Source: an optimization exercise on an open RTL-to-GDS flow (aim: a short achievable clock period and few clock cycles). Production flows keep margins and buffers that such runs may drop. The RTL was checked by simulation tests, not by an equivalence proof against the original design.

--- config.mk ---
export PLATFORM = sky130hd
export DESIGN_NAME = armTop
export DESIGN_NICKNAME = armTop
export VERILOG_FILES = /design/flow/design.v
export SDC_FILE = /design/flow/constraint.sdc
export NUM_CORES = 4
export LEC_CHECK = 0
export ABC_CLOCK_PERIOD_IN_PS = 3000
export CAP_MARGIN = 20
export CORE_MARGIN = 2
export CORE_UTILIZATION = 40
export SLEW_MARGIN = 20
--- constraint.sdc ---
create_clock -name core_clock -period 13.0 [get_ports {clk}]
set_input_delay 2.6000 -clock core_clock [delete_from_list [all_inputs] [get_ports {clk}]]
set_output_delay 2.6000 -clock core_clock [all_outputs]
set_load 0.01 [all_outputs]
--- design.v ---
`timescale 1ns/1ns
package armPkg;
	typedef logic [31:0] wordT;
	typedef logic [3:0] regAddrT;
	typedef logic [3:0] flagsT;
	typedef logic [3:0] condT;
	localparam int mulRows = 4;
endpackage
`timescale 1ns/1ns
import armPkg::*;
module alu (
	input  armPkg::wordT a,
	input  armPkg::wordT b,
	input  logic         isSub,
	input  logic         opArith,
	input  logic         opAnd,
	input  logic         opOrr,
	input  logic         opEor,
	output armPkg::wordT result,
	output armPkg::wordT sumOut,
	output armPkg::wordT logicOut,
	output logic         cOut,
	output logic         vOut,
	output logic         zArith
);
	armPkg::wordT bx;
	logic [32:0]  sum;
	assign bx  = b;
	assign sum = {1'b0, a} + {1'b0, bx} + {32'd0, isSub};
	assign sumOut   = sum[31:0];
	assign logicOut = ({32{opAnd}} & (a & b))
		| ({32{opOrr}} & (a | b))
		| ({32{opEor}} & (a ^ b));
	assign result   = ({32{opArith}} & sum[31:0]) | logicOut;
	logic [31:0] hs;
	logic [31:0] kin;
	assign hs     = a ^ bx;
	assign kin    = {a[30:0] | bx[30:0], isSub};
	assign zArith = (hs == kin);
	assign cOut = sum[32];
	assign vOut = ~(a[31] ^ bx[31]) & (a[31] ^ sum[31]);
endmodule
module mulStage1 (
	input  logic [31:0] an,
	input  logic [31:0] bn,
	output logic [3:0][31:0] rows
);
	logic [31:0] a, b, a2;
	assign a  = ~an;
	assign b  = ~bn;
	assign a2 = {a[30:0], 1'b0};
	logic [15:0] one, two, neg;
	logic [31:0] corr;
	assign one[0] = b[0] ^ 1'b0;
	assign two[0] = (b[1] & ~b[0] & ~1'b0) | (~b[1] & b[0] & 1'b0);
	assign neg[0] = b[1];
	logic [31:0] pp0;
	assign pp0 = ((({32{one[0]}} & a[31:0]) | ({32{two[0]}} & a2[31:0])) ^ {32{neg[0]}});
	assign one[1] = b[2] ^ b[1];
	assign two[1] = (b[3] & ~b[2] & ~b[1]) | (~b[3] & b[2] & b[1]);
	assign neg[1] = b[3];
	logic [31:0] pp1;
	assign pp1 = {((({30{one[1]}} & a[29:0]) | ({30{two[1]}} & a2[29:0])) ^ {30{neg[1]}}), 2'b0};
	assign one[2] = b[4] ^ b[3];
	assign two[2] = (b[5] & ~b[4] & ~b[3]) | (~b[5] & b[4] & b[3]);
	assign neg[2] = b[5];
	logic [31:0] pp2;
	assign pp2 = {((({28{one[2]}} & a[27:0]) | ({28{two[2]}} & a2[27:0])) ^ {28{neg[2]}}), 4'b0};
	assign one[3] = b[6] ^ b[5];
	assign two[3] = (b[7] & ~b[6] & ~b[5]) | (~b[7] & b[6] & b[5]);
	assign neg[3] = b[7];
	logic [31:0] pp3;
	assign pp3 = {((({26{one[3]}} & a[25:0]) | ({26{two[3]}} & a2[25:0])) ^ {26{neg[3]}}), 6'b0};
	assign one[4] = b[8] ^ b[7];
	assign two[4] = (b[9] & ~b[8] & ~b[7]) | (~b[9] & b[8] & b[7]);
	assign neg[4] = b[9];
	logic [31:0] pp4;
	assign pp4 = {((({24{one[4]}} & a[23:0]) | ({24{two[4]}} & a2[23:0])) ^ {24{neg[4]}}), 8'b0};
	assign one[5] = b[10] ^ b[9];
	assign two[5] = (b[11] & ~b[10] & ~b[9]) | (~b[11] & b[10] & b[9]);
	assign neg[5] = b[11];
	logic [31:0] pp5;
	assign pp5 = {((({22{one[5]}} & a[21:0]) | ({22{two[5]}} & a2[21:0])) ^ {22{neg[5]}}), 10'b0};
	assign one[6] = b[12] ^ b[11];
	assign two[6] = (b[13] & ~b[12] & ~b[11]) | (~b[13] & b[12] & b[11]);
	assign neg[6] = b[13];
	logic [31:0] pp6;
	assign pp6 = {((({20{one[6]}} & a[19:0]) | ({20{two[6]}} & a2[19:0])) ^ {20{neg[6]}}), 12'b0};
	assign one[7] = b[14] ^ b[13];
	assign two[7] = (b[15] & ~b[14] & ~b[13]) | (~b[15] & b[14] & b[13]);
	assign neg[7] = b[15];
	logic [31:0] pp7;
	assign pp7 = {((({18{one[7]}} & a[17:0]) | ({18{two[7]}} & a2[17:0])) ^ {18{neg[7]}}), 14'b0};
	assign one[8] = b[16] ^ b[15];
	assign two[8] = (b[17] & ~b[16] & ~b[15]) | (~b[17] & b[16] & b[15]);
	assign neg[8] = b[17];
	logic [31:0] pp8;
	assign pp8 = {((({16{one[8]}} & a[15:0]) | ({16{two[8]}} & a2[15:0])) ^ {16{neg[8]}}), 16'b0};
	assign one[9] = b[18] ^ b[17];
	assign two[9] = (b[19] & ~b[18] & ~b[17]) | (~b[19] & b[18] & b[17]);
	assign neg[9] = b[19];
	logic [31:0] pp9;
	assign pp9 = {((({14{one[9]}} & a[13:0]) | ({14{two[9]}} & a2[13:0])) ^ {14{neg[9]}}), 18'b0};
	assign one[10] = b[20] ^ b[19];
	assign two[10] = (b[21] & ~b[20] & ~b[19]) | (~b[21] & b[20] & b[19]);
	assign neg[10] = b[21];
	logic [31:0] pp10;
	assign pp10 = {((({12{one[10]}} & a[11:0]) | ({12{two[10]}} & a2[11:0])) ^ {12{neg[10]}}), 20'b0};
	assign one[11] = b[22] ^ b[21];
	assign two[11] = (b[23] & ~b[22] & ~b[21]) | (~b[23] & b[22] & b[21]);
	assign neg[11] = b[23];
	logic [31:0] pp11;
	assign pp11 = {((({10{one[11]}} & a[9:0]) | ({10{two[11]}} & a2[9:0])) ^ {10{neg[11]}}), 22'b0};
	assign one[12] = b[24] ^ b[23];
	assign two[12] = (b[25] & ~b[24] & ~b[23]) | (~b[25] & b[24] & b[23]);
	assign neg[12] = b[25];
	logic [31:0] pp12;
	assign pp12 = {((({8{one[12]}} & a[7:0]) | ({8{two[12]}} & a2[7:0])) ^ {8{neg[12]}}), 24'b0};
	assign one[13] = b[26] ^ b[25];
	assign two[13] = (b[27] & ~b[26] & ~b[25]) | (~b[27] & b[26] & b[25]);
	assign neg[13] = b[27];
	logic [31:0] pp13;
	assign pp13 = {((({6{one[13]}} & a[5:0]) | ({6{two[13]}} & a2[5:0])) ^ {6{neg[13]}}), 26'b0};
	assign one[14] = b[28] ^ b[27];
	assign two[14] = (b[29] & ~b[28] & ~b[27]) | (~b[29] & b[28] & b[27]);
	assign neg[14] = b[29];
	logic [31:0] pp14;
	assign pp14 = {((({4{one[14]}} & a[3:0]) | ({4{two[14]}} & a2[3:0])) ^ {4{neg[14]}}), 28'b0};
	assign one[15] = b[30] ^ b[29];
	assign two[15] = (b[31] & ~b[30] & ~b[29]) | (~b[31] & b[30] & b[29]);
	assign neg[15] = b[31];
	logic [31:0] pp15;
	assign pp15 = {((({2{one[15]}} & a[1:0]) | ({2{two[15]}} & a2[1:0])) ^ {2{neg[15]}}), 30'b0};
	assign corr = {1'b0, neg[15], 1'b0, neg[14], 1'b0, neg[13], 1'b0, neg[12], 1'b0, neg[11], 1'b0, neg[10], 1'b0, neg[9], 1'b0, neg[8], 1'b0, neg[7], 1'b0, neg[6], 1'b0, neg[5], 1'b0, neg[4], 1'b0, neg[3], 1'b0, neg[2], 1'b0, neg[1], 1'b0, neg[0]};
	logic [31:0] s1l0_s0, s1l0_c0;
	assign s1l0_s0 = corr ^ pp0 ^ pp1;
	assign s1l0_c0 = {((corr[30:0] & pp0[30:0]) | (corr[30:0] & pp1[30:0]) | (pp0[30:0] & pp1[30:0])), 1'b0};
	logic [31:0] s1l0_s1, s1l0_c1;
	assign s1l0_s1 = pp2 ^ pp3 ^ pp4;
	assign s1l0_c1 = {((pp2[30:0] & pp3[30:0]) | (pp2[30:0] & pp4[30:0]) | (pp3[30:0] & pp4[30:0])), 1'b0};
	logic [31:0] s1l0_s2, s1l0_c2;
	assign s1l0_s2 = pp5 ^ pp6 ^ pp7;
	assign s1l0_c2 = {((pp5[30:0] & pp6[30:0]) | (pp5[30:0] & pp7[30:0]) | (pp6[30:0] & pp7[30:0])), 1'b0};
	logic [31:0] s1l0_s3, s1l0_c3;
	assign s1l0_s3 = pp8 ^ pp9 ^ pp10;
	assign s1l0_c3 = {((pp8[30:0] & pp9[30:0]) | (pp8[30:0] & pp10[30:0]) | (pp9[30:0] & pp10[30:0])), 1'b0};
	logic [31:0] s1l0_s4, s1l0_c4;
	assign s1l0_s4 = pp11 ^ pp12 ^ pp13;
	assign s1l0_c4 = {((pp11[30:0] & pp12[30:0]) | (pp11[30:0] & pp13[30:0]) | (pp12[30:0] & pp13[30:0])), 1'b0};
	logic [31:0] s1l1_s0, s1l1_c0;
	assign s1l1_s0 = s1l0_s0 ^ s1l0_c0 ^ s1l0_s1;
	assign s1l1_c0 = {((s1l0_s0[30:0] & s1l0_c0[30:0]) | (s1l0_s0[30:0] & s1l0_s1[30:0]) | (s1l0_c0[30:0] & s1l0_s1[30:0])), 1'b0};
	logic [31:0] s1l1_s1, s1l1_c1;
	assign s1l1_s1 = s1l0_c1 ^ s1l0_s2 ^ s1l0_c2;
	assign s1l1_c1 = {((s1l0_c1[30:0] & s1l0_s2[30:0]) | (s1l0_c1[30:0] & s1l0_c2[30:0]) | (s1l0_s2[30:0] & s1l0_c2[30:0])), 1'b0};
	logic [31:0] s1l1_s2, s1l1_c2;
	assign s1l1_s2 = s1l0_s3 ^ s1l0_c3 ^ s1l0_s4;
	assign s1l1_c2 = {((s1l0_s3[30:0] & s1l0_c3[30:0]) | (s1l0_s3[30:0] & s1l0_s4[30:0]) | (s1l0_c3[30:0] & s1l0_s4[30:0])), 1'b0};
	logic [31:0] s1l1_s3, s1l1_c3;
	assign s1l1_s3 = s1l0_c4 ^ pp14 ^ pp15;
	assign s1l1_c3 = {((s1l0_c4[30:0] & pp14[30:0]) | (s1l0_c4[30:0] & pp15[30:0]) | (pp14[30:0] & pp15[30:0])), 1'b0};
	logic [31:0] s1l2_s0, s1l2_c0;
	assign s1l2_s0 = s1l1_s0 ^ s1l1_c0 ^ s1l1_s1;
	assign s1l2_c0 = {((s1l1_s0[30:0] & s1l1_c0[30:0]) | (s1l1_s0[30:0] & s1l1_s1[30:0]) | (s1l1_c0[30:0] & s1l1_s1[30:0])), 1'b0};
	logic [31:0] s1l2_s1, s1l2_c1;
	assign s1l2_s1 = s1l1_c1 ^ s1l1_s2 ^ s1l1_c2;
	assign s1l2_c1 = {((s1l1_c1[30:0] & s1l1_s2[30:0]) | (s1l1_c1[30:0] & s1l1_c2[30:0]) | (s1l1_s2[30:0] & s1l1_c2[30:0])), 1'b0};
	logic [31:0] s1l3_s0, s1l3_c0;
	assign s1l3_s0 = s1l2_s0 ^ s1l2_c0 ^ s1l2_s1;
	assign s1l3_c0 = {((s1l2_s0[30:0] & s1l2_c0[30:0]) | (s1l2_s0[30:0] & s1l2_s1[30:0]) | (s1l2_c0[30:0] & s1l2_s1[30:0])), 1'b0};
	logic [31:0] s1l3_s1, s1l3_c1;
	assign s1l3_s1 = s1l2_c1 ^ s1l1_s3 ^ s1l1_c3;
	assign s1l3_c1 = {((s1l2_c1[30:0] & s1l1_s3[30:0]) | (s1l2_c1[30:0] & s1l1_c3[30:0]) | (s1l1_s3[30:0] & s1l1_c3[30:0])), 1'b0};
	assign rows[0] = s1l3_s0;
	assign rows[1] = s1l3_c0;
	assign rows[2] = s1l3_s1;
	assign rows[3] = s1l3_c1;
endmodule
module mulStage2 (
	input  logic [3:0][31:0] rows,
	output logic [31:0] product,
	output logic        zero
);
	logic [31:0] s2l0_s0, s2l0_c0;
	assign s2l0_s0 = rows[0] ^ rows[1] ^ rows[2];
	assign s2l0_c0 = {((rows[0][30:0] & rows[1][30:0]) | (rows[0][30:0] & rows[2][30:0]) | (rows[1][30:0] & rows[2][30:0])), 1'b0};
	logic [31:0] s2l1_s0, s2l1_c0;
	assign s2l1_s0 = s2l0_s0 ^ s2l0_c0 ^ rows[3];
	assign s2l1_c0 = {((s2l0_s0[30:0] & s2l0_c0[30:0]) | (s2l0_s0[30:0] & rows[3][30:0]) | (s2l0_c0[30:0] & rows[3][30:0])), 1'b0};
	assign product = s2l1_s0 + s2l1_c0;
	assign zero = ((s2l1_s0 ^ s2l1_c0) == {(s2l1_s0[30:0] | s2l1_c0[30:0]), 1'b0});
endmodule
`timescale 1ns/1ns
import armPkg::*;
module regFile (
	input  logic            clk,
	input  logic            we,
	input  armPkg::regAddrT wa,
	input  armPkg::wordT    wd,
	input  logic [15:0]     selA,
	input  logic [15:0]     selB,
	input  logic [15:0]     selAn,
	input  logic [15:0]     selBn,
	input  logic [15:0]     selN,
	input  logic [15:0]     selNn,
	input  armPkg::wordT    r15,
	output armPkg::wordT    rdA,
	output armPkg::wordT    rdB,
	output armPkg::wordT    rdN
);
	logic [14:0][31:0] regs;
	always_ff @(posedge clk) begin
		for (int i = 0; i < 15; i++) begin
			if (we && (wa == 4'(i))) begin
				regs[i] <= wd;
			end
		end
	end
	always_comb begin
		rdA = {{16{~selAn[15]}} & r15[31:16], {16{selA[15]}} & r15[15:0]};
		rdB = {{16{~selBn[15]}} & r15[31:16], {16{selB[15]}} & r15[15:0]};
		rdN = {{16{~selNn[15]}} & r15[31:16], {16{selN[15]}} & r15[15:0]};
		for (int i = 0; i < 15; i++) begin
			rdA = rdA | {{16{~selAn[i]}} & regs[i][31:16], {16{selA[i]}} & regs[i][15:0]};
			rdB = rdB | {{16{~selBn[i]}} & regs[i][31:16], {16{selB[i]}} & regs[i][15:0]};
			rdN = rdN | {{16{~selNn[i]}} & regs[i][31:16], {16{selN[i]}} & regs[i][15:0]};
		end
	end
endmodule
`timescale 1ns/1ns
import armPkg::*;
module datapath (
	input  logic         clk,
	input  logic         reset,
	input  armPkg::wordT readData,
	output armPkg::wordT adr,
	output armPkg::wordT writeData,
	output logic         memWrite
);
	armPkg::wordT adrQ;
	armPkg::wordT fpcQ;
	armPkg::wordT wdQ;
	logic         fetchQ;
	logic         memWQ;
	logic         vD;
	armPkg::wordT irD;
	armPkg::wordT pc8D;
	armPkg::regAddrT raD, rbD;
	logic [15:0]     selAD, selBD, selAnD, selBnD;
	logic [15:0]     selND, selNnD;
	logic            skV;
	armPkg::wordT    irS;
	armPkg::wordT    pc8S;
	armPkg::regAddrT raS, rbS;
	logic [15:0]     selAS, selBS, selAnS, selBnS, selNS, selNnS;
	localparam int btbN = 4;
	logic [btbN-1:0]         btbV;
	logic [btbN-1:0][29:0]   btbTag;
	logic [btbN-1:0][31:0]   btbTgt;
	logic [btbN-1:0]         btbPtr;
	logic                    pTD, pTS;
	logic [btbN-1:0]         pVD, pVS, pVE;
	armPkg::wordT            pcD, pcS;
	logic            vE;
	logic            brChkE;
	logic            predE;
	armPkg::wordT    altE;
	logic            mulPhE;
	logic            isMulE;
	logic            isLoadE;
	logic            wrE;
	logic            sE;
	logic            pcwE;
	logic            cvE;
	logic            subE;
	logic            arithE;
	logic            andE;
	logic            orrE;
	logic            eorE;
	armPkg::regAddrT destE;
	armPkg::condT    condFE;
	armPkg::wordT    aE;
	armPkg::wordT    bE;
	armPkg::wordT    mulAnE;
	armPkg::wordT    mulBnE;
	logic [armPkg::mulRows-1:0][31:0] mulRowsE;
	armPkg::flagsT flags;
	assign adr       = adrQ;
	assign writeData = wdQ;
	assign memWrite  = memWQ;
	logic isBD, isMemD, isLoadD, isStoreD, isMulD, isDpD, isAlD;
	logic subD, arithD, andD, orrD, eorD, cvD;
	controlFsm u_dec (
		.instr   (irD),
		.isB     (isBD),
		.isMem   (isMemD),
		.isLoad  (isLoadD),
		.isStore (isStoreD),
		.isMul   (isMulD),
		.isDp    (isDpD),
		.isAl    (isAlD),
		.opSub   (subD),
		.opArith (arithD),
		.opAnd   (andD),
		.opOrr   (orrD),
		.opEor   (eorD),
		.setsCv  (cvD)
	);
	armPkg::regAddrT rnD, rdD, rsD, rmD;
	assign rnD = irD[19:16];
	assign rdD = irD[15:12];
	assign rsD = irD[11:8];
	assign rmD = irD[3:0];
	armPkg::wordT rfA, rfB, rfN;
	armPkg::wordT resE;
	logic         wrEnE;
	logic         condE;
	logic         stallE;
	logic         redirE;
	regFile u_regFile (
		.clk  (clk),
		.we   (wrEnE),
		.wa   (destE),
		.wd   (resE),
		.selA (selAD),
		.selB (selBD),
		.selAn (selAnD),
		.selBn (selBnD),
		.selN (selND),
		.selNn (selNnD),
		.r15  (pc8D),
		.rdA  (rfA),
		.rdB  (rfB),
		.rdN  (rfN)
	);
	logic hitA, hitB;
	assign hitA = wrEnE & (destE == raD);
	assign hitB = wrEnE & (destE == rbD);
	logic immSelD;
	assign immSelD = irD[25] & ~isMulD;
	logic sumSelE, logSelE;
	assign sumSelE = ~isLoadE & ~isMulE & arithE;
	assign logSelE = ~isLoadE & ~isMulE & ~arithE;
	armPkg::wordT opA, opB, stData;
	assign opA = ({32{hitA & sumSelE}} & aluSum)
		| ({32{hitA & logSelE}} & aluLogic)
		| ({32{hitA & isMulE}} & mulRes)
		| ({32{hitA & isLoadE}} & readData)
		| ({32{~hitA}} & rfA);
	assign stData = ({32{hitB & sumSelE}} & aluSum)
		| ({32{hitB & logSelE}} & aluLogic)
		| ({32{hitB & isMulE}} & mulRes)
		| ({32{hitB & isLoadE}} & readData)
		| ({32{~hitB}} & rfB);
	assign opB = ({32{~immSelD & hitB & sumSelE}} & aluSum)
		| ({32{~immSelD & hitB & logSelE}} & aluLogic)
		| ({32{~immSelD & hitB & isMulE}} & mulRes)
		| ({32{~immSelD & hitB & isLoadE}} & readData)
		| ({32{~immSelD & ~hitB}} & rfB)
		| ({32{immSelD}} & {24'd0, irD[7:0]});
	armPkg::wordT memAdrD;
	logic [12:0]  memLoD;
	logic [19:0]  memHiIncD;
	assign memLoD    = {1'b0, rfN[11:0]} + {1'b0, irD[11:0]};
	assign memHiIncD = rfN[31:12] + 20'd1;
	assign memAdrD   = {memLoD[12] ? memHiIncD : rfN[31:12], memLoD[11:0]};
	logic isPcImmD, isBrD;
	assign isPcImmD = isDpD & irD[25] & arithD & ~subD & ~irD[20] & (rnD == 4'd15) & (rdD == 4'd15);
	assign isBrD    = isBD | isPcImmD;
	armPkg::wordT brTgtD, bTgtD, immTgtD;
	assign bTgtD   = pc8D + {{6{irD[23]}}, irD[23:0], 2'b00};
	assign immTgtD = pc8D + {24'd0, irD[7:0]};
	assign brTgtD  = isBD ? bTgtD : immTgtD;
	logic condD;
	condUnit u_condD (
		.cond   (irD[31:28]),
		.flags  (flags),
		.condEx (condD)
	);
	logic flagsPend, specD, predD, fixD, stallD, advD, takeD, redirD, memGoD, exGoD;
	armPkg::wordT pc4D, idTgtD;
	assign flagsPend = vE & sE & condE;
	assign specD  = isBrD & ~isAlD & flagsPend;
	assign predD  = pTD | (isBD & irD[23]);
	assign fixD   = vD & pTD & ~isBD;
	assign stallD = stallE | fixD
		| (isMemD & ~isAlD & flagsPend)
		| (isMemD & hitA);
	assign advD   = vD & ~stallD & ~redirE;
	assign takeD  = specD ? predD : condD;
	assign redirD = (advD & isBrD & (takeD ^ pTD)) | (fixD & ~redirE);
	assign pc4D   = pcD + 32'd4;
	assign idTgtD = pTD ? pc4D : brTgtD;
	assign memGoD = advD & isMemD & condD;
	assign exGoD  = advD & ((isDpD & ~isPcImmD) | isMulD | (isLoadD & condD) | specD);
	armPkg::wordT aluRes, mulRes, aluSum, aluLogic;
	logic         aluC, aluV, aluZa;
	alu u_alu (
		.a       (aE),
		.b       (bE),
		.isSub   (subE),
		.opArith (arithE),
		.opAnd   (andE),
		.opOrr   (orrE),
		.opEor   (eorE),
		.result  (aluRes),
		.sumOut  (aluSum),
		.logicOut(aluLogic),
		.cOut    (aluC),
		.vOut    (aluV),
		.zArith  (aluZa)
	);
	logic [armPkg::mulRows-1:0][31:0] mulRowsN;
	mulStage1 u_mul1 (
		.an   (mulAnE),
		.bn   (mulBnE),
		.rows (mulRowsN)
	);
	logic mulZero;
	mulStage2 u_mul2 (
		.rows    (mulRowsE),
		.product (mulRes),
		.zero    (mulZero)
	);
	condUnit u_condE (
		.cond   (condFE),
		.flags  (flags),
		.condEx (condE)
	);
	assign resE   = ({32{isLoadE}} & readData)
		| ({32{isMulE}} & mulRes)
		| ({32{sumSelE}} & aluSum)
		| ({32{logSelE}} & aluLogic);
	assign stallE = vE & isMulE & ~mulPhE;
	assign wrEnE  = vE & wrE & condE & ~stallE;
	logic brMissE;
	assign brMissE = vE & brChkE & (condE ^ predE);
	assign redirE  = (vE & pcwE & condE) | brMissE;
	armPkg::wordT redirTgtE;
	assign redirTgtE = brChkE ? altE : aluRes;
	logic flagWE;
	logic nE, zE;
	assign flagWE = vE & sE & condE & ~stallE;
	assign nE = isMulE ? mulRes[31] : aluRes[31];
	assign zE = isMulE ? mulZero : (arithE ? aluZa : (aluRes == '0));
	always_ff @(posedge clk or posedge reset) begin
		if (reset) begin
			flags <= '0;
		end else if (flagWE) begin
			flags[3:2] <= {nE, zE};
			if (cvE) begin
				flags[1:0] <= {aluC, aluV};
			end
		end
	end
	logic         fetchOK, dFree, acceptF;
	armPkg::wordT fpcInc;
	armPkg::wordT seqPc;
	localparam int icN = 16;
	logic [icN-1:0]       icV;
	logic [icN-1:0][9:0]  icTag;
	logic [icN-1:0][31:0] icData;
	logic [icN-1:0][7:0]  icRegs;
	armPkg::regAddrT      raP, rbP;
	logic [icN-1:0]       icPtr;
	logic [icN-1:0]       icHitF;
	logic                 icHit, icUse, icStHit, fetchV;
	armPkg::wordT         icWord, fWord;
	logic [7:0]           icRegW;
	always_comb begin
		icWord = '0;
		icRegW = '0;
		for (int i = 0; i < icN; i++) begin
			icHitF[i] = icV[i] & (icTag[i] == fpcQ[11:2]);
			icWord    = icWord | ({32{icHitF[i]}} & icData[i]);
			icRegW    = icRegW | ({8{icHitF[i]}} & icRegs[i]);
		end
	end
	assign icHit = |icHitF;
	assign icStHit = memWQ & (fpcQ[11:2] == adrQ[11:2]);
	assign icUse   = ~fetchQ & icHit & ~icStHit;
	assign fetchV  = fetchQ | icUse;
	assign fWord   = fetchQ ? readData : icWord;
	assign fetchOK = fetchV & ~redirE & ~redirD;
	assign dFree   = ~vD | advD;
	assign acceptF = fetchOK & (dFree | ~skV);
	assign fpcInc  = fpcQ + 32'd4;
	logic [btbN-1:0] btbHitF;
	logic            pTF;
	armPkg::wordT    btbTgtF;
	always_comb begin
		btbTgtF = '0;
		for (int i = 0; i < btbN; i++) begin
			btbHitF[i] = btbV[i] & (btbTag[i] == fpcQ[31:2]);
			btbTgtF    = btbTgtF | ({32{btbHitF[i]}} & btbTgt[i]);
		end
	end
	assign pTF   = |btbHitF;
	assign seqPc = ({32{acceptF & pTF}} & btbTgtF)
		| ({32{acceptF & ~pTF}} & fpcInc)
		| ({32{~acceptF}} & fpcQ);
	logic selRedE, selBrD, selImmD, selP4D, selMemD, selSeq;
	assign selRedE = redirE;
	assign selBrD  = ~redirE & redirD & ~pTD & isBD;
	assign selImmD = ~redirE & redirD & ~pTD & ~isBD;
	assign selP4D  = ~redirE & redirD & pTD;
	assign selMemD = ~redirE & ~redirD & memGoD;
	assign selSeq  = ~redirE & ~redirD;
	armPkg::wordT jmpNext, adrNext, fpcNext;
	assign jmpNext = ({32{selRedE}} & redirTgtE)
		| ({32{selBrD}} & bTgtD)
		| ({32{selImmD}} & immTgtD)
		| ({32{selP4D}} & pc4D);
	assign adrNext = jmpNext | ({32{selMemD}} & memAdrD) | ({32{selSeq & ~memGoD}} & seqPc);
	assign fpcNext = jmpNext | ({32{selSeq}} & seqPc);
	logic btbIns;
	assign btbIns = advD & isBD & takeD & ~pTD;
	logic [icN-1:0]  icStKill;
	logic [btbN-1:0] btbStKill;
	always_comb begin
		for (int i = 0; i < icN; i++) begin
			icStKill[i] = memWQ & (icTag[i] == adrQ[11:2]);
		end
		for (int i = 0; i < btbN; i++) begin
			btbStKill[i] = memWQ & (btbTag[i][9:0] == adrQ[11:2]);
		end
	end
	logic icIns;
	assign icIns = fetchQ & fetchOK & ~icHit;
	always_ff @(posedge clk or posedge reset) begin
		if (reset) begin
			icV   <= '0;
			icPtr <= icN'(1);
		end else begin
			icV <= (icV & ~icStKill) | (icIns ? icPtr : '0);
			if (icIns) begin
				icPtr <= {icPtr[icN-2:0], icPtr[icN-1]};
			end
		end
	end
	always_ff @(posedge clk) begin
		for (int i = 0; i < icN; i++) begin
			if (icIns && icPtr[i]) begin
				icTag[i]  <= fpcQ[11:2];
				icData[i] <= readData;
				icRegs[i] <= {raP, rbP};
			end
		end
	end
	always_ff @(posedge clk or posedge reset) begin
		if (reset) begin
			btbV   <= '0;
			btbPtr <= btbN'(1);
		end else begin
			btbV <= (btbV & ~btbStKill
				& ~(brMissE ? pVE : '0)
				& ~((advD & isBD & pTD & ~takeD) ? pVD : '0))
				| (btbIns ? btbPtr : '0);
			if (btbIns) begin
				btbPtr <= {btbPtr[btbN-2:0], btbPtr[btbN-1]};
			end
		end
	end
	always_ff @(posedge clk) begin
		for (int i = 0; i < btbN; i++) begin
			if (btbIns && btbPtr[i]) begin
				btbTag[i] <= pcD[31:2];
				btbTgt[i] <= brTgtD;
			end
		end
	end
	always_ff @(posedge clk or posedge reset) begin
		if (reset) begin
			adrQ   <= '0;
			fpcQ   <= '0;
			fetchQ <= 1'b1;
			memWQ  <= 1'b0;
			vD     <= 1'b0;
			skV    <= 1'b0;
		end else begin
			memWQ <= 1'b0;
			if (redirE | (redirD & ~fixD)) begin
				vD  <= 1'b0;
				skV <= 1'b0;
			end else if (fixD) begin
				skV <= 1'b0;
			end else if (dFree) begin
				vD  <= skV | fetchOK;
				skV <= skV & fetchOK;
			end else begin
				skV <= skV | fetchOK;
			end
			adrQ   <= adrNext;
			fpcQ   <= fpcNext;
			fetchQ <= ~selMemD;
			memWQ  <= selMemD & isStoreD;
		end
	end
	logic            mulF, storeF;
	armPkg::regAddrT raF, rbF;
	assign mulF   = (readData[27:25] == 3'd0) & readData[4];
	assign storeF = (readData[27:26] == 2'b01) & ~readData[20];
	assign raP    = mulF ? readData[3:0] : readData[19:16];
	assign rbP    = storeF ? readData[15:12] : (mulF ? readData[11:8] : readData[3:0]);
	assign raF    = fetchQ ? raP : icRegW[7:4];
	assign rbF    = fetchQ ? rbP : icRegW[3:0];
	armPkg::wordT pc8F;
	logic [15:0]  selAF, selBF, selNF;
	assign pc8F  = fpcQ + 32'd8;
	logic [15:0] ohN, ohD, ohS, ohM;
	assign ohN   = 16'd1 << readData[19:16];
	assign ohD   = 16'd1 << readData[15:12];
	assign ohS   = 16'd1 << readData[11:8];
	assign ohM   = 16'd1 << readData[3:0];
	logic [15:0] selAP, selBP;
	assign selAP = mulF ? ohM : ohN;
	assign selBP = storeF ? ohD : (mulF ? ohS : ohM);
	assign selAF = fetchQ ? selAP : (16'd1 << icRegW[7:4]);
	assign selNF = fetchQ ? ohN : (16'd1 << icWord[19:16]);
	assign selBF = fetchQ ? selBP : (16'd1 << icRegW[3:0]);
	always_ff @(posedge clk) begin
		if (acceptF) begin
			irS   <= fWord;
			pcS   <= fpcQ;
			pTS   <= pTF;
			pVS   <= btbHitF;
			pc8S  <= pc8F;
			raS   <= raF;
			rbS   <= rbF;
			selAS <= selAF;
			selBS <= selBF;
			selAnS <= ~selAF;
			selNS  <= selNF;
			selNnS <= ~selNF;
			selBnS <= ~selBF;
		end
		if (dFree) begin
			pcD   <= skV ? pcS : fpcQ;
			pTD   <= skV ? pTS : pTF;
			pVD   <= skV ? pVS : btbHitF;
		end else if (fixD) begin
			pTD   <= 1'b0;
		end
		if (dFree) begin
			irD   <= skV ? irS : fWord;
			pc8D  <= skV ? pc8S : pc8F;
			raD   <= skV ? raS : raF;
			rbD   <= skV ? rbS : rbF;
			selAD <= skV ? selAS : selAF;
			selBD <= skV ? selBS : selBF;
			selAnD <= skV ? selAnS : ~selAF;
			selND  <= skV ? selNS : selNF;
			selNnD <= skV ? selNnS : ~selNF;
			selBnD <= skV ? selBnS : ~selBF;
		end
		wdQ <= stData;
	end
	always_ff @(posedge clk or posedge reset) begin
		if (reset) begin
			vE     <= 1'b0;
			mulPhE <= 1'b0;
		end else begin
			vE     <= stallE | exGoD;
			mulPhE <= stallE;
		end
	end
	always_ff @(posedge clk) begin
		mulRowsE <= mulRowsN;
		aE     <= opA;
		bE     <= opB ^ {32{subD & ~isMulD}};
		mulAnE <= ~opA;
		mulBnE <= ~opB;
		if (!stallE) begin
			isMulE  <= isMulD;
			brChkE  <= isBrD;
			predE   <= predD;
			altE    <= predD ? pc4D : brTgtD;
			pVE     <= pVD;
			isLoadE <= isLoadD;
			condFE  <= isLoadD ? 4'b1110 : irD[31:28];
			sE      <= irD[20] & ~isMemD & ~isBD;
			wrE     <= isLoadD | isMulD | (isDpD & (rdD != 4'd15));
			pcwE    <= isDpD & ~isPcImmD & (rdD == 4'd15);
			destE   <= isMulD ? rnD : rdD;
			cvE     <= cvD & ~isMulD;
			subE    <= subD & ~isMulD;
			arithE  <= arithD | isMulD;
			andE    <= andD & ~isMulD;
			orrE    <= orrD & ~isMulD;
			eorE    <= eorD & ~isMulD;
		end
	end
endmodule
`timescale 1ns/1ns
import armPkg::*;
module condUnit (
	input  armPkg::condT  cond,
	input  armPkg::flagsT flags,
	output logic          condEx
);
	logic neg;
	logic zero;
	logic carry;
	logic overflow;
	logic ge;
	assign {neg, zero, carry, overflow} = flags;
	assign ge = (neg == overflow);
	always_comb begin
		case (cond)
			4'd0:    condEx = zero;
			4'd1:    condEx = ~zero;
			4'd2:    condEx = carry;
			4'd3:    condEx = ~carry;
			4'd4:    condEx = neg;
			4'd5:    condEx = ~neg;
			4'd6:    condEx = overflow;
			4'd7:    condEx = ~overflow;
			4'd8:    condEx = carry & ~zero;
			4'd9:    condEx = ~(carry & ~zero);
			4'd10:   condEx = ge;
			4'd11:   condEx = ~ge;
			4'd12:   condEx = ~zero & ge;
			4'd13:   condEx = ~(~zero & ge);
			4'd14:   condEx = 1'b1;
			default: condEx = 1'b0;
		endcase
	end
endmodule
`timescale 1ns/1ns
import armPkg::*;
module controlFsm (
	input  armPkg::wordT instr,
	output logic         isB,
	output logic         isMem,
	output logic         isLoad,
	output logic         isStore,
	output logic         isMul,
	output logic         isDp,
	output logic         isAl,
	output logic         opSub,
	output logic         opArith,
	output logic         opAnd,
	output logic         opOrr,
	output logic         opEor,
	output logic         setsCv
);
	logic [1:0] op;
	logic [3:0] cmd;
	assign op  = instr[27:26];
	assign cmd = instr[24:21];
	assign isB     = op[1];
	assign isMem   = ~op[1] & op[0];
	assign isLoad  = isMem & instr[20];
	assign isStore = isMem & ~instr[20];
	assign isMul   = (op == 2'b00) & ~instr[25] & instr[4];
	assign isDp    = (op == 2'b00) & ~isMul;
	assign isAl    = (instr[31:28] == 4'b1110);
	assign opAnd   = (cmd == 4'b0000);
	assign opOrr   = (cmd == 4'b1100);
	assign opEor   = (cmd == 4'b0001);
	assign opSub   = (cmd == 4'b0010);
	assign opArith = ~(opAnd | opOrr | opEor);
	assign setsCv  = opArith;
endmodule
`timescale 1ns/1ns
import armPkg::*;
module armTop (
	input  logic         clk,
	input  logic         reset,
	input  armPkg::wordT readData,
	output armPkg::wordT writeData,
	output armPkg::wordT adr,
	output logic         memWrite
);
	datapath u_datapath (
		.clk       (clk),
		.reset     (reset),
		.readData  (readData),
		.adr       (adr),
		.writeData (writeData),
		.memWrite  (memWrite)
	);
endmodule
--- flow/run.sh ---
#!/bin/bash
set -euo pipefail
bash standard.sh synth > synth.log 2>&1
bash standard.sh SETUP_SLACK_MARGIN=9 MATCH_CELL_FOOTPRINT=0 finish > layout.log 2>&1
--- standard.sh ---
#!/bin/bash
# synth_recipe.tcl (not shown) runs the flow's synth.tcl, then flattens the netlist and writes it again
# the make line also repeats each setting of config.mk as NAME=value (left out here)
make -C /OpenROAD-flow-scripts/flow DESIGN_CONFIG=/design/flow/config.mk WORK_HOME=/design/flow/orfs CLKGATE_MAP_FILE= SYNTH_SCRIPT=/design/flow/synth_recipe.tcl "${@:-finish}"
==> summary.txt, run 1 <==
Final Wtd Congestion = 0.999
first drt pass iteration count = 10
floorplan row count = 205
max-slew violation count = 0
I/O Buffers = 98
most common library cells after synthesis = 1989 x sky130_fd_sc_hd__edfxtp_1, 647 x sky130_fd_sc_hd__inv_1, 642 x sky130_fd_sc_hd__xnor2_1
final worst-path cycle share = 34.8%
post-synthesis net count = 11350
vias in the first global route = 96385
sequential share of the synthesized area = 54.0%
area overhead of the layout relative to synthesis = 20.5%
post-placement setup slack = 6960 ps
overflow left after global routing = 0
share of synthesized registers carrying an async set or reset = 4.87%
critical path data arrival time = 5240 ps
total number of clock tree sinks = 2343
total CTS buffers = 272
TritonCTS clock tree = built
area of the die = 316000 µm²
Post-Synthesis Cells = 10857
Die Height = 563 µm
DRT Wirelength = 575000 µm
post-synth cell types = 106
GRT met1 Usage = 45.1%
total negative slack = 0 ps
worst relative slew slack = 21.0%
final count of negative-setup-slack endpoints = 0
number of max-cap violations = 0
HPWL after detailed placement = 349000 µm
category of the worst setup path launch point = register
Critical Path Fanout Max = 11
maximum clock frequency = 0.221 GHz
average instance area after synthesis = 11.5 µm²
core area = 311000 µm²
average wire length per cell after detail routing = 36.8 µm
sort of element at the end of the critical path = register
required time reported for the critical path endpoint = 13710 ps
critical path type = reg2reg
pin count of the biggest net entering global routing = 158
all-layer global routing usage = 34.0%
initial antenna violation count = 28
number of fill cells = 27153
count of routing violations after the opening detailed-route iteration = 18505
Tmin final = 4530 ps
CTS Hold Buffers Added = 0
run status = complete, no violations
slew at the pin with the worst max-slew slack = 1180 ps
clock input transition at the sequential cells of the worst setup and hold paths = 60 ps
horizontal die dimension = 563 µm
met2 Resource Use GR = 50.3%
number of placed I/O pins = 99
slowest stage cell on the critical path = sky130_fd_sc_hd__inv_1
fin worst setup slack = 8470 ps
count of vias placed by the detailed router = 104143
buffer levels on the longest clock path = 4
final cell count without fillers = 15595
most prevalent standard cell on the critical path = sky130_fd_sc_hd__nand4_1
Worst Hold Class = reg2reg
DRC violations left = 0
worst-case hold slack = 459 ps
critical path's largest stage delay = 920 ps
insertion delay to the later sink of the worst-skew pair = 960 ps
H-Tree Depth = 5
Critical Path, Cell by Cell = inv_1 -> a2111oi_0 -> nand4_1 -> nand4b_1 -> nor4_1 -> and2_4 -> nor3b_4 -> xnor2_1 -> nand2_1 -> nand4_1
most congested layer reported by global routing = met2
effective utilization at floorplan = 40.1%
layout cell share with drive strength beyond 1 = 18.8%
Root Buffer Master = sky130_fd_sc_hd__clkbuf_16
post-synth top area cell = sky130_fd_sc_hd__edfxtp_1
post-route clock skew = 99.6 ps
unrepaired setup endpoints after global routing = yes
detailed-route vias per instance = 6.68
number of hold violations in the final report = 0
cell count after placement = 14646
count of flip-flops with a built-in enable after synthesis = 1989
area fraction of the dominant cell type after synthesis = 47.9%
dominant register cell in the synthesized netlist = sky130_fd_sc_hd__edfxtp_1
antenna-violating nets left = 0
total of flip-flops plus latches after synthesis = 2343
cells taking the most area after synthesis = sky130_fd_sc_hd__edfxtp_1 48%, sky130_fd_sc_hd__xnor2_1 4.5%, sky130_fd_sc_hd__dfxtp_1 3.9%, sky130_fd_sc_hd__a22oi_1 3.7%, sky130_fd_sc_hd__fa_1 3.3%
yosys warns = 3
met3 track utilization from global routing = 8.45%
post-layout net count = 11728
dominant cell by count in the synthesized netlist = sky130_fd_sc_hd__edfxtp_1
first-pass GRT wire length = 765000 µm
Mapped Area = 125000 µm²
==> path summary, 6_finish.rpt <==
path                                  startpoint             endpoint  slack, ps  cells past startpoint
min in group asynchronous                  reset  u_datapath.adrQ[29]       2170                      2
max reg2reg                u_datapath.selNnD[15]  u_datapath.adrQ[30]       8470                     10
min                            u_datapath.pVD[3]    u_datapath.pVE[3]        460                      0
min reg2reg                    u_datapath.pVD[3]    u_datapath.pVE[3]        460                      0
max in group asynchronous                  reset   u_datapath.fpcQ[2]       9390                      4
max                        u_datapath.selNnD[15]  u_datapath.adrQ[30]       8470                     10
==> metal layers <==
metal  vias up  wire length (µm)
li1      41884                 -
met1     51687            212000
met2      8593            244000
met3      1967             73100
met4        12             45000
met5         -               173
==> worst max-delay path: cells and delay by family (launching register included) <==
family,cells,cell delay (ps)
buf+inv,1,920
simple gates,7,2360
flops,1,660
compound gates,1,270
xor+xnor,1,100
==> registers in the layout (all words and copies together) (netlist names), 80 cells and up <==
signal                     cells
u_datapath.icData            512
u_datapath.mulRowsE           80
u_datapath.icTag             160
u_datapath.icRegs            128
u_datapath.btbTgt            128
u_datapath.u_regFile.regs    480
u_datapath.btbTag            120
==> per-stage QoR <==
step                util (%)  instance area [µm²]
detailed placement      42.3               132000
floorplan                  -               125000
finish                  48.3               150000
CTS                     46.9               146000
global placement        42.3               132000
global route            48.3               150000
==> layout by cell type, fill, tap and decap left out, types with 135 or more instances in the layout <==
master and n:
sky130_fd_sc_hd__ha_1 229, sky130_fd_sc_hd__a221oi_1 299, sky130_fd_sc_hd__edfxtp_1 1989, sky130_fd_sc_hd__mux2_2 185, sky130_fd_sc_hd__clkbuf_16 366, sky130_fd_sc_hd__o21ai_0 407, sky130_fd_sc_hd__maj3_1 135, sky130_fd_sc_hd__nand4_1 247
sky130_fd_sc_hd__a22oi_1 612, sky130_fd_sc_hd__nand2_1 591, sky130_fd_sc_hd__buf_4 504, sky130_fd_sc_hd__xor2_1 223, sky130_fd_sc_hd__xnor2_1 613, sky130_fd_sc_hd__fa_1 199, sky130_fd_sc_hd__dfxtp_1 194, sky130_fd_sc_hd__a21oi_1 403
sky130_fd_sc_hd__a22o_1 254, sky130_fd_sc_hd__nand3_1 144, sky130_fd_sc_hd__o22ai_1 248, sky130_fd_sc_hd__inv_1 596, sky130_fd_sc_hd__nor2_1 469
==> timing repair <==
action / CTS / global route
cloned: 51 / 66
gates resized for setup: 941 / 382
buffers inserted: 191 / 147
pin swaps: 65 / 100
endpoints found under the setup margin: 2471 / 1747
==> logic make-up after synthesis <==
group	synth area share (%)
adders and majority gates	6.92
muxes	2.10
AOI/OAI and AO/OA	17.3
DFF	54.0
xor gates and xnor gates	6.14
buffers and inverters	4.68
and+or+nand+nor	8.89
==> cell type report <==
class                           count  area [µm²]  area share [%]
Timing Repair inverter              5        42.5          0.0283
Clock buffer                      361        7520            5.00
Clock inverter                    121        1440           0.955
Inverter                          674        2750            1.83
Antenna cell                       12        30.0          0.0200
Sequential cell                  2343       67600            45.0
Tap cell                         4140        5180            3.45
Timing Repair Buffer              925       11000            7.35
Multi-Input combinational cell   7014       54700            36.4
Testbench counts, summed over its fixed seeds: cycles 132,982.
==> run 2: changes to the inputs <==
--- a/config.mk
+++ b/config.mk
@@ -9,4 +9,4 @@
 export CAP_MARGIN = 20
 export CORE_MARGIN = 2
-export CORE_UTILIZATION = 40
+export CORE_UTILIZATION = 50
 export SLEW_MARGIN = 20
==> summary.txt, run 2 <==
run status = complete, no violations
worst relative slew slack = 12.8%
average instance area after synthesis = 11.5 µm²
first drt pass iteration count = 10
unrepaired setup endpoints after global routing = yes
Worst Hold Class = reg2reg
count of routing violations after the opening detailed-route iteration = 18511
required time reported for the critical path endpoint = 13690 ps
total of flip-flops plus latches after synthesis = 2343
post-synth cell types = 106
area fraction of the dominant cell type after synthesis = 47.9%
initial antenna violation count = 43
first-pass GRT wire length = 761000 µm
Critical Path Fanout Max = 7
H-Tree Depth = 5
final count of negative-setup-slack endpoints = 0
vias in the first global route = 95873
post-route clock skew = 91.6 ps
total negative slack = 0 ps
horizontal die dimension = 504 µm
yosys warns = 3
pin count of the biggest net entering global routing = 115
TritonCTS clock tree = built
final worst-path cycle share = 34.1%
largest registers ranked by flip-flop count = u_datapath.icData (512), u_datapath.u_regFile.regs (480), u_datapath.icTag (160)
cells taking the most area after synthesis = sky130_fd_sc_hd__edfxtp_1 48%, sky130_fd_sc_hd__xnor2_1 4.5%, sky130_fd_sc_hd__dfxtp_1 3.9%, sky130_fd_sc_hd__a22oi_1 3.7%, sky130_fd_sc_hd__fa_1 3.3%
Die Height = 504 µm
Most flops, register = u_datapath.icData
Post-Synthesis Cells = 10857
effective utilization at floorplan = 50.2%
Mapped Area = 125000 µm²
number of placed I/O pins = 99
number of max-cap violations = 0
post-synthesis net count = 11350
post-layout net count = 11693
all-layer global routing usage = 42.7%
most common library cell in the layout ignoring fill and taps = sky130_fd_sc_hd__edfxtp_1
buffer levels on the longest clock path = 4
clock input transition at the sequential cells of the worst setup and hold paths = 60 ps
DRC violations left = 0
commonest cells after routing, fill and taps aside = 1989 x sky130_fd_sc_hd__edfxtp_1, 623 x sky130_fd_sc_hd__xnor2_1, 613 x sky130_fd_sc_hd__a22oi_1
share of synthesized registers carrying an async set or reset = 4.87%
insertion delay to the later sink of the worst-skew pair = 980 ps
flip-flop count of the largest register, all copies and words added = 512
number of hold violations in the final report = 0
most congested layer reported by global routing = met2
Final Wtd Congestion = 1.02
worst-case hold slack = 423 ps
category of the worst setup path launch point = register
met2 Resource Use GR = 62.2%
detailed-route vias per instance = 7.06
count of vias placed by the detailed router = 104066
layout cell share with drive strength beyond 1 = 18.7%
CTS Hold Buffers Added = 0
average wire length per cell after detail routing = 38.4 µm
max-slew violation count = 0
met3 track utilization from global routing = 13.5%
end-of-flow core utilization = 59.8%
Tmin final = 4440 ps
total number of clock tree sinks = 2343
core area = 248000 µm²
Root Buffer Master = sky130_fd_sc_hd__clkbuf_16
antenna-violating nets left = 0
area of the die = 254000 µm²
total CTS buffers = 276
overflow left after global routing = 0
sort of element at the end of the critical path = register
count of flip-flops with a built-in enable after synthesis = 1989
post-synth top area cell = sky130_fd_sc_hd__edfxtp_1
I/O Buffers = 98
floorplan row count = 183
area overhead of the layout relative to synthesis = 19.0%
DRT Wirelength = 567000 µm
critical path data arrival time = 5130 ps
sequential share of the synthesized area = 54.0%
GRT met1 Usage = 55.9%
critical path type = reg2reg
slew at the pin with the worst max-slew slack = 1300 ps
dominant register cell in the synthesized netlist = sky130_fd_sc_hd__edfxtp_1
most common library cells after synthesis = 1989 x sky130_fd_sc_hd__edfxtp_1, 647 x sky130_fd_sc_hd__inv_1, 642 x sky130_fd_sc_hd__xnor2_1
dominant cell by count in the synthesized netlist = sky130_fd_sc_hd__edfxtp_1
maximum clock frequency = 0.225 GHz
HPWL after detailed placement = 350000 µm
==> run 2: cell counts after synthesis <==
No cell type changed its count.
==> run 2: cell type report <==
class | instances | area [µm²]
Fill cell | 19807 | 99900
Sequential cell | 2343 | 67600
Multi-Input combinational cell | 7011 | 54800
Timing Repair Buffer | 886 | 10400
Clock buffer | 372 | 7590
Tap cell | 3330 | 4170
Inverter | 674 | 2730
Clock inverter | 105 | 1070
Timing Repair inverter | 8 | 58.8
Antenna cell | 16 | 40.0
==> run 2: what timing repair did <==
action                                  4_1_cts  5_1_grt
pin swaps                                    81      103
gates cloned                                 49       46
buffers inserted                            174      154
endpoints found under the setup margin     2358     1639
hold endpoints to repair                      0        0
resized for setup                           964      347
==> run 2: worst max-delay path, cell delays in order (launching register included) <==
cell	delay (ps)
sky130_fd_sc_hd__edfxtp_1	430
sky130_fd_sc_hd__buf_12	190
sky130_fd_sc_hd__a22o_1	230
sky130_fd_sc_hd__a221oi_1	240
sky130_fd_sc_hd__nand4_1	580
sky130_fd_sc_hd__ha_2	460
sky130_fd_sc_hd__fa_2	370
sky130_fd_sc_hd__nand3_1	110
sky130_fd_sc_hd__a21oi_2	100
sky130_fd_sc_hd__o311ai_4	370
sky130_fd_sc_hd__a211oi_2	110
sky130_fd_sc_hd__buf_4	190
sky130_fd_sc_hd__and3_4	200
sky130_fd_sc_hd__xor2_2	180
sky130_fd_sc_hd__nand2_2	140
sky130_fd_sc_hd__nand4_1	290
==> run 2: path summary, 6_finish.rpt <==
path	cells past startpoint	slack (ps)	end	from
hold reg to reg	0	420	u_datapath.pVE[0]	u_datapath.pVD[0]
setup reg to reg	15	8560	u_datapath.adrQ[17]	u_datapath.selND[3]
hold / removal	0	420	u_datapath.pVE[0]	u_datapath.pVD[0]
max in group asynchronous	3	9970	u_datapath.fpcQ[4]	reset
setup / recovery	15	8560	u_datapath.adrQ[17]	u_datapath.selND[3]
min in group asynchronous	3	2220	u_datapath.icPtr[14]	reset
==> run 2: metal layers <==
metal,part of all wire [%],routed length [µm],vias up
met5,0.062,353,-
met4,7.8,44000,48
met3,14,77500,2114
met2,42,238000,8489
met1,37,207000,51628
li1,-,-,41787
==> run 2: kinds of logic (layout without fill, tap and decap cells) <==
logic type | count (synthesis) | after routing | synth area share (%)
other cells | 0 | 16 | 0
xor+xnor | 875 | 875 | 6.14
simple gates | 2236 | 2238 | 8.89
flops | 2343 | 2343 | 54.0
mux | 238 | 238 | 2.10
compound gates | 3066 | 3066 | 17.3
buf+inv | 1505 | 2045 | 4.68
fa+ha+maj | 594 | 594 | 6.92
==> run 2: through the flow <==
stage	area, µm²	setup slack, ps	std cells
2_1_floorplan	125000	6490	10857
3_3_place_gp	131000	7260	13828
3_5_place_dp	131000	7130	13829
4_1_cts	145000	8640	14529
5_1_grt	148000	8630	14731
6_report	149000	8560	14745

-- port drivers added, routing unchanged --
The results above use ideal ports. As a check the final layouts listed here were re-extracted and re-timed, cells and wires unchanged. Step 1, drivers: a clkbuf_16 drives clk and a buf_2 each remaining input, both assumed. Step 2 also shifts input and output timing later by t, the mid clock arrival at the registers, as if the neighbouring blocks saw the same clock. Slacks: no drivers / after step 1 / after step 2; pairs: no drivers / after step 1.
run	t (ns)	setup WS [ns]	clock arrival spread, ns	worst data-port slew with drivers (ns)	pins driven straight from the clock port
run 1	1.018	8.472 / 8.472 / 8.008	0.101 / 0.101	0.07	1
run 2	1.034	8.561 / 8.561 / 8.025	0.105 / 0.105	0.10	1
After both steps setup and hold are still met in every run listed. The setup slack of run 2, which loses most, moves by 0.000 ns with the drivers and by -0.536 ns with both steps.
